Context: an optimization exercise on an open-source flow, tuned for small area. The choices shown serve that exercise and are no tape-out recipe.
At most, simulation tests tie the RTL to the original design; equivalence was not proved.
Function not checked in run 1: the RTL went through the layout flow alone.
Power and IR drop assume default switching activity.

**flow/design.v**
```verilog
module rf_aoi222 (
    input  logic a0, b0, a1, b1, a2, b2,
    output logic y
);
    assign y = ~((a0 & b0) | (a1 & b1) | (a2 & b2));
endmodule
module rf_nand2 (
    input  logic a, b,
    output logic y
);
    assign y = ~(a & b);
endmodule
module rf_nand11 (
    input  logic [10:0] n,
    output logic        y
);
    assign y = ~&n;
endmodule
module rf_rdbit (
    input  logic [31:1] sel,
    input  logic [31:1] d,
    output logic        y
);
    logic [10:0] n;
    for (genvar i = 0; i < 10; i++) begin : g_t
        rf_aoi222 u (.a0(sel[3*i+1]), .b0(d[3*i+1]), .a1(sel[3*i+2]), .b1(d[3*i+2]),
                     .a2(sel[3*i+3]), .b2(d[3*i+3]), .y(n[i]));
    end
    rf_nand2  u31 (.a(sel[31]), .b(d[31]), .y(n[10]));
    rf_nand11 uc  (.n(n), .y(y));
endmodule
module idecode_regfile_pipe #(
    parameter int DATA_W     = 32,
    parameter int ADDR_W     = 5,
    parameter int RESET_MODE = 1,
    parameter int CNT_W      = 16
) (
    input  logic              clock,
    input  logic              reset,
    input  logic [31:0]       instruction,
    input  logic              id_valid,
    input  logic              ld_issue,
    output logic [ADDR_W-1:0] read_register_1_address,
    output logic [DATA_W-1:0] read_data_1,
    output logic [DATA_W-1:0] read_data_2,
    output logic [DATA_W-1:0] sign_extend,
    output logic              stall,
    input  logic              wb_valid,
    input  logic [ADDR_W-1:0] wb_dest,
    input  logic [1:0]        wb_sel,
    input  logic [DATA_W-1:0] alu_result,
    input  logic [DATA_W-1:0] mem_data,
    input  logic [DATA_W-1:0] link_pc,
    output logic [CNT_W-1:0]  stall_count
);
    localparam int NREGS = 1 << ADDR_W;
    logic [5:0]        op;
    logic [15:0]       imm;
    logic [ADDR_W-1:0] rs, rt;
    assign op  = instruction[31:26];
    assign rs  = instruction[21 +: ADDR_W];
    assign rt  = instruction[16 +: ADDR_W];
    assign imm = instruction[15:0];
    assign read_register_1_address = rs;
    logic zext;
    assign zext = (op == 6'b001100) || (op == 6'b001101) || (op == 6'b001110) ||
                  (op == 6'b001011);
    generate
        if (DATA_W > 16) begin : g_ext
            assign sign_extend = zext ? {{(DATA_W-16){1'b0}}, imm}
                                      : {{(DATA_W-16){imm[15]}}, imm};
        end else begin : g_trunc
            assign sign_extend = imm[DATA_W-1:0];
        end
    endgenerate
    logic [NREGS-1:0] sel_rs, sel_rt, sel_wb;
    always_comb begin
        for (int r = 0; r < NREGS; r++) begin
            sel_rs[r] = (rs == ADDR_W'(r));
            sel_rt[r] = (rt == ADDR_W'(r));
            sel_wb[r] = (wb_dest == ADDR_W'(r));
        end
    end
    logic [DATA_W-1:0] wb_data;
    logic              cap, ld_set, ld_clr;
    always_comb begin
        case (wb_sel)
            2'b01:   wb_data = mem_data;
            2'b10:   wb_data = link_pc;
            default: wb_data = alu_result;
        endcase
    end
    assign cap = wb_valid && wb_sel != 2'b11;
    logic [DATA_W-1:0] bus0, bus1;
    assign bus0 = reset ? '0 : wb_data;
    assign bus1 = reset ? '1 : wb_data;
    logic [DATA_W-1:0] regs [1:NREGS-1];
    generate
        for (genvar r = 1; r < NREGS; r++) begin : g_reg
            localparam logic [DATA_W-1:0] RV = (RESET_MODE != 0) ? DATA_W'(r) : '0;
            logic              we;
            logic [DATA_W-1:0] d;
            assign we = reset || (cap && sel_wb[r]);
            for (genvar b = 0; b < DATA_W; b++) begin : g_bit
                assign d[b] = RV[b] ? bus1[b] : bus0[b];
            end
            always_ff @(posedge clock)
                if (we) regs[r] <= d;
        end
    endgenerate
    generate
        for (genvar b = 0; b < DATA_W; b++) begin : g_rd
            logic [NREGS-1:1] col;
            for (genvar r = 1; r < NREGS; r++) begin : g_col
                assign col[r] = regs[r][b];
            end
            rf_rdbit u_rd1 (.sel(sel_rs[NREGS-1:1]), .d(col), .y(read_data_1[b]));
            rf_rdbit u_rd2 (.sel(sel_rt[NREGS-1:1]), .d(col), .y(read_data_2[b]));
        end
    endgenerate
    logic [NREGS-1:1] busy;
    logic busy_rs, busy_rt;
    rf_rdbit u_busy_rs (.sel(sel_rs[NREGS-1:1]), .d(busy), .y(busy_rs));
    rf_rdbit u_busy_rt (.sel(sel_rt[NREGS-1:1]), .d(busy), .y(busy_rt));
    assign stall  = id_valid && (busy_rs || busy_rt);
    assign ld_clr = cap && wb_sel == 2'b01;
    assign ld_set = id_valid && ld_issue && !stall;
    always_ff @(posedge clock) begin
        for (int r = 1; r < NREGS; r++) begin
            if (reset)
                busy[r] <= 1'b0;
            else if (ld_set && sel_rt[r])
                busy[r] <= 1'b1;
            else if (ld_clr && sel_wb[r])
                busy[r] <= 1'b0;
        end
    end
    always_ff @(posedge clock) begin
        if (reset)
            stall_count <= '0;
        else if (stall && stall_count != '1)
            stall_count <= stall_count + CNT_W'(1);
    end
endmodule
```
**flow/run.sh**
```bash
#!/bin/bash
# synth_recipe.tcl (not shown) runs the flow's synth.tcl, then flattens the netlist and writes it again
# the make line also repeats each setting of config.mk as NAME=value (left out here)
make -C /OpenROAD-flow-scripts/flow DESIGN_CONFIG=/design/flow/config.mk WORK_HOME=/design/flow/orfs CLKGATE_MAP_FILE= SYNTH_SCRIPT=/design/flow/synth_recipe.tcl finish
```
**flow/config.mk**
```make
export PLATFORM = sky130hd
export DESIGN_NAME = idecode_regfile_pipe
export DESIGN_NICKNAME = idecode_regfile_pipe
export VERILOG_FILES = /design/flow/design.v
export SDC_FILE = /design/flow/constraint.sdc
export NUM_CORES = 4
export LEC_CHECK = 0
export CAP_MARGIN = 20
export CORE_MARGIN = 2
export CORE_UTILIZATION = 40
export SLEW_MARGIN = 20
export SYNTH_HIERARCHICAL = 1
```
**flow/constraint.sdc**
```tcl
create_clock -name core_clock -period 6.0 [get_ports {clock}]
set_input_delay 1.2000 -clock core_clock [delete_from_list [all_inputs] [get_ports {clock}]]
set_output_delay 1.2000 -clock core_clock [all_outputs]
set_load 0.01 [all_outputs]
```
==> results of run 1 <==
-- Yosys cell counts (2+ instances only) --
library cell / count / area, um2
nand3b_1: 7 / 52.6
nand3_1: 75 / 375
a22oi_1: 32 / 240
nor2b_1: 9 / 56.3
buf_4: 37 / 278
ha_1: 4 / 50.1
a222oi_1: 660 / 6610
a21oi_1: 74 / 370
buf_2: 2 / 10.0
nor2_1: 133 / 499
nand2b_1: 8 / 50.1
nand4_1: 136 / 851
edfxtp_1: 992 / 29800
clkbuf_2: 3 / 15.0
or3_1: 76 / 475
o21ai_0: 61 / 305
clkbuf_1: 37 / 139
a31oi_1: 2 / 12.5
nand4bb_1: 2 / 22.5
o21ai_1: 4 / 20.0
mux2_1: 3 / 33.8
nor3_1: 11 / 55.1
nand3_2: 2 / 20.0
nand2_1: 122 / 458
or3b_2: 3 / 26.3
inv_1: 5 / 18.8
nor4_1: 4 / 25.0
buf_1: 6 / 22.5
dfxtp_1: 47 / 941
or4_1: 6 / 45.0
o31ai_1: 9 / 67.6
-- power by group through the flow --
stage,combinational (W),sequential (W),clock (W)
after global routing,0.00169,0.00915,0.00684
after floorplan,0.000646,0.00913,0
final,0.00164,0.00909,0.00654
after CTS,0.00161,0.00907,0.00656
after global placement,0.00158,0.00917,0
after detailed placement,0.00160,0.00922,0
-- through the flow --
step	power, W	setup slack [ps]	hold WS, ps	instances
2_1_floorplan	0.00978	741	460	2588
3_3_place_gp	0.0107	-138	487	4326
3_5_place_dp	0.0108	65.9	491	4327
4_1_cts	0.0172	56.5	499	4526
5_1_grt	0.0177	-63.7	532	4531
6_report	0.0173	-41.6	506	4536
-- modules after synthesis, one instance, submodules excluded, excerpt --
module / cell area (um2) / flops+latches / times used / cells inside
rf_nand2: 3.75 / 0 / 66 / 1
rf_aoi222: 10.0 / 0 / 660 / 1
rf_nand11: 23.8 / 0 / 66 / 4
idecode_regfile_pipe: 33600 / 1039 / 1 / 1598
-- metal layers --
| layer | global-route usage [%] | vias to the layer above | wire length, um |
|---|---|---|---|
| met4 | 15.6 | 0 | 9800 |
| met3 | 8.30 | 503 | 25000 |
| met1 | 39.3 | 16400 | 57800 |
| met5 | 0 | - | 0 |
| met2 | 44.9 | 3131 | 73200 |
| li1 | - | 13100 | - |
-- cells in the final DEF, fill, tap and decap left out, types with 24 or more instances in the layout --
| master | instances |
|---|---|
| edfxtp_1 | 992 |
| a222oi_1 | 660 |
| clkdlybuf4s50_1 | 226 |
| buf_4 | 196 |
| nand4_1 | 136 |
| nand2_1 | 122 |
| clkbuf_16 | 105 |
| or3_1 | 76 |
| nand3_1 | 75 |
| a21oi_1 | 74 |
| nor2_4 | 55 |
| nor2_1 | 54 |
| dfxtp_1 | 47 |
| a22oi_1 | 32 |
| o21ai_0 | 32 |
| o21ai_4 | 30 |
| buf_12 | 26 |
| nor2_2 | 25 |
| clkinv_1 | 24 |
-- cell type report --
class	instances	area share [%]
clock inverter	72	1.29
timing repair buffer	448	8.19
inverter	6	0.0434
clock buffer	127	5.30
antenna	5	0.0241
sequential	1039	59.2
multi-input combinational	1459	22.6
tap	1380	3.33
-- flip-flops by register name (all words and copies together), names as in the netlist --
signal	flops
busy	31
regs	992
stall_count	16
-- final timing paths --
kind	from	endpoint	cells past startpoint	slack, ps
setup / recovery	instruction[25]	read_data_1[20]	9	-40
hold / removal	busy[4]	busy[4]	2	510
setup reg to reg	busy[1]	stall_count[14]	8	3170
hold reg to reg	busy[4]	busy[4]	2	510
-- critical path, cell delays in order --
cell	delay, ps
clkdlybuf4s50_1	560
buf_4	240
or3_1	430
nor2_4	800
buf_4	300
a222oi_1	190
nand4_1	260
or3_1	260
clkdlybuf4s50_1	580
-- logic make-up (layout without fill, tap and decap cells) --
| group | after synthesis | count (layout) |
|---|---|---|
| other | 0 | 5 |
| and+or+nand+nor | 605 | 606 |
| DFF | 1039 | 1039 |
| adders and majority gates | 4 | 4 |
| buffers and inverters | 91 | 653 |
| muxes | 3 | 3 |
| xor gates and xnor gates | 1 | 1 |
| AOI/OAI and AO/OA | 845 | 845 |
-- what timing repair did --
| action | 4_1_cts | 5_1_grt |
|---|---|---|
| endpoints found under the setup margin | 0 | 11 |
| hold endpoints to repair | 0 | 0 |
| resized for setup | 0 | 1 |
==> reports/metrics.cfg, run 1 <==
[setup_path]
crit_arrival_ps = 4840
crit_type = input pin to primary output
setup.worst_path.start_class = input pin
crit_path_max_fanout = 25
endpoint_kind = primary output
crit_required_ps = 4800

[grt]
antenna_found_initial = 1
grt_pass1_vias = 32200
grt_max_degree = 58
grt_usage_pct = 29.8
grt_pass1_wl_um = 231000
grt.overflow.total = 0

[route]
routed_wl_um = 166000
first_iter_violations = 8576
drtAntennaViolNets = 0
drc = 0
drtPass1Iterations = 13
avgRoutedWirePerCell_um = 36.5
num_vias = 33200
routed_via_density = 7.31

[synthesis]
synth.cell_area_um2 = 42100
synth.avg_cell_area_um2 = 16.3
synthMuxAreaShare_pct = 0.0803
synth_compound_gate_area_share_pct = 18.2
synthArstFlopShare_pct = 0
ys.flop_type = edfxtp_1
synthCells = 2588
seq_area_frac_synth_pct = 73.0
syn-num-nets = 2732
synth-xor-area-share_pct = 0.0208
synth_edf_count = 992
synth_top_family_by_area = compound AO/OA/AOI/OAI gates
yosys.area_share.simple_pct = 7.40
synthAdderAreaFrac_pct = 0.119
ys_types = 47
synth_warnings = 8
ys_seq_elements = 1039

[power_and_ir_drop]
p_seq_share_pct = 52.6
worst_ir_drop_vdd_v = 0.000221
p_switching_w = 0.00431
p_comb_share_pct = 9.5
p_leak_nw = 16.7
pwr_density_cell_nw_per_um2 = 333
p_clk_share_pct = 37.9
p_int_w = 0.0130
p_sw_share_pct = 24.9

[floorplanning]
ios = 258
rows = 118
die_area_um2 = 108000
coreArea_um2 = 104000
fp.dieH_um = 328
die_width_um = 328
start_util_pct = 40.5

[clock_tree]
cts_hold_buffers = 0
post_cts_buffers = 0
cts_buffers = 105
h-tree-depth = 3
cts_num_sinks = 1039
path_clk_slew_ps = 60
cts_tree = built
root_buffer = clkbuf_16
clockBufferDepth = 3
clk_latency_ps = 700

[final_layout]
post-route-cell-area_um2 = 51900
seqCellArea_um2 = 30700
drive_above_1_share_pct = 16.2
fillers = 8665
nets = 3203
final_core_util_pct = 49.9
area_delta_synth_final_pct = 23.4
multiInputGateArea_um2 = 11700

[placement]
numPortBuffers = 227
gp_congestion = 0.940
place_hpwl_um = 104000
place_area_um2 = 48400

[timing]
slew_headroom_pct = 17.7
rsz0062_at_grt = yes
final.setup.worst_slack_ps = -41.6
setup_violations = 1
hold_viol_final = 0
final_max_slew_viol_count = 0
finClkSkew_ps = 20.3
period_needed_ps = 6040
fmaxAchievable_mhz = 166
setup-tns-final_ps = -41.6
min_period_over_period_pct = 101
worstMarginPinSlew_ps = 1230

[hold_path]
hold_class = register to register

[outcome]
failed_checks = negative setup slack
outcome = complete, but fails checks

[run]
drv_cap = 0

==> run 2: changes to the inputs <==
--- a/flow/design.v
+++ b/flow/design.v
@@ -15,6 +15,22 @@
     output logic        y
 );
     assign y = ~&n;
+endmodule
+module rf_inv (
+    input  logic a,
+    output logic y
+);
+    assign y = ~a;
+endmodule
+module rf_wbbit (
+    input  logic s_alu, s_mem, s_link, rst_n,
+    input  logic alu, mem, link,
+    output logic bus0, bus1
+);
+    logic wbd_n;
+    rf_aoi222 u_m  (.a0(s_alu), .b0(alu), .a1(s_mem), .b1(mem), .a2(s_link), .b2(link), .y(wbd_n));
+    rf_inv    u_b0 (.a(wbd_n), .y(bus0));
+    rf_nand2  u_b1 (.a(wbd_n), .b(rst_n), .y(bus1));
 endmodule
 module rf_rdbit (
     input  logic [31:1] sel,
@@ -81,19 +97,20 @@
             sel_wb[r] = (wb_dest == ADDR_W'(r));
         end
     end
-    logic [DATA_W-1:0] wb_data;
-    logic              cap, ld_set, ld_clr;
-    always_comb begin
-        case (wb_sel)
-            2'b01:   wb_data = mem_data;
-            2'b10:   wb_data = link_pc;
-            default: wb_data = alu_result;
-        endcase
-    end
-    assign cap = wb_valid && wb_sel != 2'b11;
+    logic cap, ld_set, ld_clr;
+    logic s_alu, s_mem, s_link;
+    assign cap    = wb_valid && wb_sel != 2'b11;
+    assign s_alu  = !reset && wb_sel == 2'b00;
+    assign s_mem  = !reset && wb_sel[0];
+    assign s_link = !reset && wb_sel == 2'b10;
     logic [DATA_W-1:0] bus0, bus1;
-    assign bus0 = reset ? '0 : wb_data;
-    assign bus1 = reset ? '1 : wb_data;
+    generate
+        for (genvar b = 0; b < DATA_W; b++) begin : g_wb
+            rf_wbbit u_wb (.s_alu(s_alu), .s_mem(s_mem), .s_link(s_link), .rst_n(!reset),
+                           .alu(alu_result[b]), .mem(mem_data[b]), .link(link_pc[b]),
+                           .bus0(bus0[b]), .bus1(bus1[b]));
+        end
+    endgenerate
     logic [DATA_W-1:0] regs [1:NREGS-1];
     generate
         for (genvar r = 1; r < NREGS; r++) begin : g_reg
==> flow/flow/run.sh (new file) <==
#!/bin/bash
# Standard layout (standard.sh), with these changes:
#  - each port gets a plain buf_1 buffer (the default picks a delay cell);
#  - CTS builds its tree from clkbuf_8, with sink clusters of at most 16
#    flip-flops within 50 um, and inserts no dummy loads.
# The make output goes to flow_make.log; ORFS keeps each step's log under orfs/logs.
set -euo pipefail
bash standard.sh \
  "BUFFER_PORTS_ARGS=-buffer_cell sky130_fd_sc_hd__buf_1" \
  "CTS_ARGS=-sink_clustering_enable -repair_clock_nets -sink_clustering_size 16 -sink_clustering_max_diameter 50 -dont_use_dummy_load -buf_list sky130_fd_sc_hd__clkbuf_8" \
  finish > flow_make.log 2>&1
==> flow/standard.sh (new file) <==
#!/bin/bash
# synth_recipe.tcl (not shown) runs the flow's synth.tcl, then flattens the netlist and writes it again
# the make line also repeats each setting of config.mk as NAME=value (left out here)
make -C /OpenROAD-flow-scripts/flow DESIGN_CONFIG=/design/flow/config.mk WORK_HOME=/design/flow/orfs CLKGATE_MAP_FILE= SYNTH_SCRIPT=/design/flow/synth_recipe.tcl "${@:-finish}"
--- a/flow/config.mk
+++ b/flow/config.mk
@@ -7,6 +7,6 @@
 export LEC_CHECK = 0
 export CAP_MARGIN = 20
 export CORE_MARGIN = 2
-export CORE_UTILIZATION = 40
+export CORE_UTILIZATION = 55
 export SLEW_MARGIN = 20
 export SYNTH_HIERARCHICAL = 1
removed: flow/run.sh
==> reports/metrics.cfg, run 2 <==
[outcome]
outcome = timing/DRC/antenna clean

[power_and_ir_drop]
p_leak_nw = 14.7  ; -12%
pwr_density_cell_nw_per_um2 = 304  ; -8.8%
worst_ir_drop_vdd_v = 0.000203  ; -8.4%

[route]
routed_wl_um = 158000  ; -4.9%
drc = 0  ; unchanged
first_iter_violations = 7908  ; -7.8%
routed_via_density = 8.24  ; +13%
num_vias = 31900  ; -3.8%
avgRoutedWirePerCell_um = 40.7  ; +11%
drtPass1Iterations = 11  ; -2
drtAntennaViolNets = 0  ; unchanged

[final_layout]
drive_above_1_share_pct = 11.5  ; -4.8 points
fillers = 5602  ; -35%
final_common_cell = edfxtp_1
largest_registers = regs x992, busy x31, stall_count x16
largest_register = regs
final_cell_mix = edfxtp_1, a222oi_1, buf_1, nand4_1, nand2_1
largest_register_ffs = 992  ; unchanged
nets = 3034  ; -5.3%
area_delta_synth_final_pct = 11.9

[floorplanning]
ios = 258  ; unchanged
die_area_um2 = 78200  ; -27%
start_util_pct = 55.3  ; +15 points
coreArea_um2 = 75600  ; -27%
die_width_um = 280  ; -15%
fp.dieH_um = 280  ; -15%
rows = 101  ; -14%

[timing]
slew_headroom_pct = 22.0  ; +4.3 points
setup_violations = 0  ; -1
fmaxAchievable_mhz = 184  ; +11%
final.setup.worst_slack_ps = 559  ; +601 ps
period_needed_ps = 5440  ; -601 ps
rsz0062_at_grt = no
final_max_slew_viol_count = 0  ; unchanged
finClkSkew_ps = 47.1  ; +26.7 ps
worstMarginPinSlew_ps = 1170  ; -61.2 ps
hold_viol_final = 0  ; unchanged
setup-tns-final_ps = 0  ; +41.6 ps
min_period_over_period_pct = 90.7  ; -10 points

[hold_path]
hold_class = register to register
hold_path_depth = 2  ; unchanged
hold_end = busy[23]
hp-start = busy[23]

[setup_path]
path_cells = buf_1, nand2b_1, nor3_2, buf_4, a222oi_1, nand4_1, or3_1, buf_1
crit_path_max_fanout = 32  ; +28%
reg2reg_to = busy[7]
cp_slowest_cell = a222oi_1
setup.worst_path.start_class = input pin
crit_type = input pin to primary output
endpoint_kind = primary output
reg2reg_depth = 7  ; -1
r2r-start = busy[13]
r2r_setup_slack_ps = 2900  ; -270 ps
crit_required_ps = 4800  ; about the same
path_common_cell = buf_1
crit_path_max_incr_delay_ps = 720  ; -80 ps
crit_arrival_ps = 4240  ; -600 ps

[clock_tree]
h-tree-depth = 3  ; unchanged
clockBufferDepth = 3  ; unchanged
root_buffer = clkbuf_8
post_cts_buffers = 0  ; unchanged
cts_buffers = 101  ; -3.8%
path_clk_slew_ps = 40  ; -20 ps
cts_tree = built
cts_num_sinks = 1039  ; unchanged
cts_resized = 0  ; unchanged
cts_hold_buffers = 0  ; unchanged
clk_latency_ps = 710  ; about the same

[grt]
grt.overflow.total = 0  ; unchanged
grt_pass1_vias = 30700  ; -4.7%
grt_pass1_wl_um = 219000  ; -5.3%
grt_usage_pct = 39.5  ; +9.8 points
antenna_found_initial = 4  ; +3
grt_max_degree = 51  ; -12%

[run]
drv_cap = 0  ; unchanged

[synthesis]
synthCells = 2506  ; -3.2%
syn-num-nets = 2647  ; -3.1%
synth.avg_cell_area_um2 = 16.7  ; +2.6%
synth.cell_area_um2 = 41800  ; -0.63%
synth_warnings = 8  ; unchanged

[placement]
preCtsSetupSlack_ps = 737  ; +671 ps
gp_congestion = 1.07  ; +14%
place_hpwl_um = 94600  ; -9.4%
numPortBuffers = 227  ; unchanged

[run 2: critical path, delay by kind of cell]
| family | cells | cell delay, ps |
|---|---|---|
| simple gates | 4 | 1380 |
| buf+inv | 3 | 900 |
| compound gates | 1 | 720 |
[run 2: per-stage QoR]
stage	area, um2	util, %	power (W)	instances	hold WS [ps]
finish	46800	61.9	0.0142	3872	498
global route	46800	61.9	0.0146	3870	513
CTS	46600	61.6	0.0141	3862	498
detailed placement	45200	59.8	0.0105	3761	490
global placement	45100	59.7	0.0105	3759	478
floorplan	41800	-	0.00977	2506	460
[run 2: power breakdown]
group	switching, W	total [W]	internal, W
Combinational	0.00103	0.00137	0.000339
Clock	0.00225	0.00374	0.00149
Sequential	0.000341	0.00909	0.00875
[run 2: how the worst max path moves through the flow]
| stage | from | endpoint | slack, ps | cells after the start |
|---|---|---|---|---|
| 3_3_place_gp | instruction[21] | stall | 750 | 9 |
| 5_1_grt | instruction[21] | stall | 480 | 9 |
| 4_1_cts | instruction[21] | read_data_1[15] | 720 | 8 |
| 6_report | instruction[22] | read_data_1[14] | 560 | 8 |
| 2_1_floorplan | wb_dest[2] | regs[12][0] | 590 | 3 |
| 3_5_place_dp | instruction[21] | read_data_1[15] | 740 | 8 |
[run 2: metal layers]
metal / GRT usage [%] / wire length [um]
met1: 52.6 / 53000
met2: 60.2 / 70100
met3: 9.17 / 24000
met4: 22.9 / 10600
met5: 0 / 0
[run 2: layout make-up]
type	count	area (um2)	share of cell area, %
diodes	3	7.51	0.0161
clock buffers	101	1390	2.97
inverters	39	148	0.316
multi-input cells	1363	11300	24.2
flip-flops and latches	1039	30700	65.7
well taps	978	1220	2.62
repair buffers	349	1950	4.17

-- re-timing with driven ports --
Ports are ideal in the flow. The routed layouts listed here were re-timed in OpenROAD.
Step 1 (the two cells are an assumption about what drives the block):
set clk [get_ports {clock}]
set_driving_cell -lib_cell sky130_fd_sc_hd__clkbuf_16 $clk
set_driving_cell -lib_cell sky130_fd_sc_hd__buf_2 [delete_from_list [all_inputs] $clk]
Step 2 adds t to the input delays and takes it off the output delays; t is the mean of the earliest and latest rising clock arrival at the registers after step 1. Input paths then give back, and output paths get back, about the clock's delay inside the block.
Three values: no drivers, after step 1, after step 2; two values: the first two.
run	shift t [ns]	setup WS [ns]	worst setup path after step 2	latest minus earliest clock arrival (ns)	worst register clock-pin slew, ns
run 1	0.762	-0.042 / -0.072 / -0.072	input to output	0.031 / 0.031	0.07 / 0.07
run 2	0.796	0.559 / 0.537 / 0.537	input to output	0.113 / 0.112	0.10 / 0.10
The setup slack of run 1, which loses most, moves by -0.030 ns with the drivers and by -0.030 ns with both steps.
